Background: an optimization exercise with open tools, aiming at small area, a short achievable clock period and few clock cycles per item. Do not read the settings as production practice.
Only simulation tests tie the RTL to the original design; equivalence was not proved.
Power is estimated from default activity; no workload was simulated.

== run 1 ==
## vec_unit
module vec_unit (
  input  logic                   clk_i,
  input  logic                   rst_n_i,
  input  logic [63:0]            acc_req_i,
  input  logic                   acc_req_valid_i,
  output logic                   acc_req_ready_o,
  output logic [33:0]            acc_resp_o,
  output logic                   acc_resp_valid_o,
  input  logic                   acc_resp_ready_i
);
  localparam int unsigned NE   = vec_cfg_pkg::VLMAX;      
  localparam int unsigned NR   = vec_cfg_pkg::NR_VREGS;   
  localparam int unsigned QD   = 5;                       
  logic [1:0]  in_kind;
  logic [2:0]  in_op;
  logic [2:0]  in_vd;
  logic [2:0]  in_vs1;
  logic [2:0]  in_vs2;
  logic        in_sop;
  logic [4:0]  in_avl;
  logic [31:0] in_rs1;
  logic [3:0]  in_new_vl;
  logic        in_setvl;
  logic        in_arith;
  logic        in_movx;
  assign in_kind   = acc_req_i[63:62];
  assign in_op     = acc_req_i[61:59];
  assign in_vd     = acc_req_i[58:56];
  assign in_vs1    = acc_req_i[55:53];
  assign in_vs2    = acc_req_i[52:50];
  assign in_sop    = acc_req_i[49];
  assign in_avl    = acc_req_i[61:57];
  assign in_rs1    = acc_req_i[31:0];
  assign in_new_vl = (in_avl > 5'd8) ? 4'd8 : in_avl[3:0];
  assign in_setvl  = (in_kind == vec_isa_pkg::KIND_SETVL);
  assign in_arith  = (in_kind == vec_isa_pkg::KIND_ARITH);
  assign in_movx   = (in_kind == vec_isa_pkg::KIND_MOVX);
  logic       ready_q;
  logic [2:0] outst_q;    
  logic [2:0] outst_d;
  logic       accept;
  logic       pop;
  assign acc_req_ready_o = ready_q;
  assign accept          = acc_req_valid_i && ready_q;
  assign pop             = acc_resp_valid_o && acc_resp_ready_i;
  assign outst_d         = outst_q + {2'd0, accept} - {2'd0, pop};
  logic [NE-1:0] vl_therm_q;
  logic [NE-1:0] new_therm;
  always_comb begin
    for (int e = 0; e < NE; e++) begin
      new_therm[e] = (4'(e) < in_new_vl);
    end
  end
  always_ff @(posedge clk_i or negedge rst_n_i) begin
  ...
Size in the first run: about 12000 cells after synthesis, roughly 140000 um^2 of cells after synthesis.
Settings: LEC_CHECK=0, CAP_MARGIN=20, CORE_MARGIN=2, CORE_UTILIZATION=40, CTS_CLUSTER_DIAMETER=100, CTS_CLUSTER_SIZE=20, SLEW_MARGIN=20, SYNTH_HIERARCHICAL=1; clock period 11.0 ns.
standard.sh (not shown) runs the stock make flow with config.mk's settings and CLKGATE_MAP_FILE= SYNTH_SCRIPT=/design/flow/synth_recipe.tcl, a recipe that flattens the netlist after the stock synthesis.
==> flow/flow/run.sh <==
#!/bin/bash
# Standard layout with a larger setup-repair margin, so that timing repair
# works toward a shorter period than the 11 ns constraint asks for.
bash standard.sh SETUP_SLACK_MARGIN=7.6 finish > standard.log 2>&1
Run 1 finished every step from synthesis to the final layout, and the layout passed the timing, design-rule and antenna checks.
Testbench counts of run 1, summed over its fixed seeds: cycles 3,232, insns 3,200.
Input changes introduced in run 2 (baseline for comparison: run 1):
diff --git a/flow/config.mk b/flow/config.mk
--- a/flow/config.mk
+++ b/flow/config.mk
@@ -13,2 +13 @@
 export SLEW_MARGIN = 20
-export SYNTH_HIERARCHICAL = 1
### Flow results
On simple-gate portion of the synthesized area, the higher figure sits with run 1, not run 2. Source of the critical timing path = q_q[29]$_DFFE_PP_: run 1; source of the critical timing path = q_q[23]$_DFFE_PP_: run 2. Sort run 2 and run 1 by layout buffer count excluding clock buffers, ascending, and run 1 comes first. Higher die area among run 2 and run 1: run 1. Run 1 and run 2 ended up with roughly the same area of all placed cells without fillers. On average routed wire per standard cell: run 2 sits above run 1. Run 1 has higher total placed instance area than run 2. Combinational cell fraction of total power, run 2 and run 1: higher on run 1.
> inputs changed (run 2 -> run 3)
==> flow/run.sh (new file) <==
#!/bin/bash
# synth_recipe.tcl (not shown) runs the flow's synth.tcl, then flattens the netlist and writes it again
# the make line also repeats each setting of config.mk as NAME=value (left out here)
make -C /OpenROAD-flow-scripts/flow DESIGN_CONFIG=/design/flow/config.mk WORK_HOME=/design/flow/orfs CLKGATE_MAP_FILE= SYNTH_SCRIPT=/design/flow/synth_recipe.tcl finish
diff --git a/flow/config.mk b/flow/config.mk
--- a/flow/config.mk
+++ b/flow/config.mk
@@ -12,2 +12,3 @@
 export CTS_CLUSTER_SIZE = 20
+export SETUP_SLACK_MARGIN = 5
 export SLEW_MARGIN = 20
removed: flow/flow/run.sh
removed: flow/standard.sh
## What came out
Path length in cells of the critical path ended up 10 higher on run 3 than on run 2. Run 3 vs run 2: synthesis-to-finish area growth down in run 3. Run 3 vs. run 2: post-synthesis sequential area ratio comparable, instance count after placement with tap cells included comparable.
Here is what was changed in the inputs of run 4 compared with run 3.
==> flow/flow/run.sh (new file) <==
#!/bin/bash
# Standard layout with a larger setup-repair margin, so that timing repair
# works toward a shorter period than the 11 ns constraint asks for.
bash standard.sh SETUP_SLACK_MARGIN=7.3 finish > standard.log 2>&1
==> flow/standard.sh (new file) <==
#!/bin/bash
# synth_recipe.tcl (not shown) runs the flow's synth.tcl, then flattens the netlist and writes it again
# the make line also repeats each setting of config.mk as NAME=value (left out here)
make -C /OpenROAD-flow-scripts/flow DESIGN_CONFIG=/design/flow/config.mk WORK_HOME=/design/flow/orfs CLKGATE_MAP_FILE= SYNTH_SCRIPT=/design/flow/synth_recipe.tcl "${@:-finish}"
diff --git a/flow/config.mk b/flow/config.mk
--- a/flow/config.mk
+++ b/flow/config.mk
@@ -12,3 +12,2 @@
 export CTS_CLUSTER_SIZE = 20
-export SETUP_SLACK_MARGIN = 5
 export SLEW_MARGIN = 20
removed: flow/run.sh
==> comparison <==
Run 4 ended with every stage complete and zero timing, DRC or antenna violations. Run 4 against run 3: cell internal power dissipation held steady; wire length level; total area of sequential cells held; wire length on met3 moved down; setup slack now sits higher. Compared with run 3, run 4 shows total setup buffers inserted after CTS higher by 48. Per the comparison of run 4 with run 3, first-pass GRT wire length held, part of the total power dissipated in combinational logic held. Between run 3 and run 4, the power figures differ only marginally. Total number of cells along the worst setup path (run 4 over run 3): increase, 2.
diff inputs: run 4 => run 5
diff --git a/flow/config.mk b/flow/config.mk
--- a/flow/config.mk
+++ b/flow/config.mk
@@ -13 +13,2 @@
 export SLEW_MARGIN = 20
+export SYNTH_HIERARCHICAL = 1
Findings:
- Against run 4 as the reference, run 5 delivers a higher area after synthesis.
- Comparing inverter count of the layout excluding clock inverters for run 4 and run 5, the bigger number came from run 4.
- Changes observed in run 5 relative to run 4: final cell count without fillers went up, simple logic cell fraction of the synthesized area picked up an extra 3.2 points, starting density of the core flat.
- Compared with run 4, number of standard cells after synthesis in run 5 increased by a little under 10%.
- Lower detailed-routing wirelength on met1 among run 4 and run 5: run 4
- From run 4 to run 5 the numbers moved as follows: mux cell area share after synthesis increased 0.31 points; adder and majority gate portion of the synthesized area essentially unchanged.

==> what the ideal ports hide <==
How much do the figures lean on ideal ports? The routed layouts below were timed once more, with nothing changed but the port constraints.
Step 1 (the two cells are an assumption about what drives the block):
set clk [get_ports {clk_i}]
set_driving_cell -lib_cell sky130_fd_sc_hd__clkbuf_16 $clk
set_driving_cell -lib_cell sky130_fd_sc_hd__buf_2 [delete_from_list [all_inputs] $clk]
Step 2 adds t to the input delays and takes it off the output delays; t is the mean of the earliest and latest rising clock arrival at the registers after step 1. Input paths then give back, and output paths get back, about the clock's delay inside the block.
Slacks: no drivers / after step 1 / after step 2; pairs: no drivers / after step 1.
run | t (ns) | slack for setup (ns) | pins driven straight from the clock port
run 1 | 1.008 | 7.298 / 7.182 / 6.598 | 1
run 2 | 1.016 | 7.289 / 7.191 / 6.601 | 1
run 3 | 1.009 | 6.147 / 6.147 / 5.730 | 1
run 4 | 1.000 | 7.243 / 7.195 / 6.314 | 1
run 5 | 1.015 | 7.278 / 7.189 / 6.352 | 1
After both steps setup and hold are still met in every run listed. The setup slack of run 4, which loses most, moves by -0.048 ns with the drivers and by -0.929 ns with both steps.
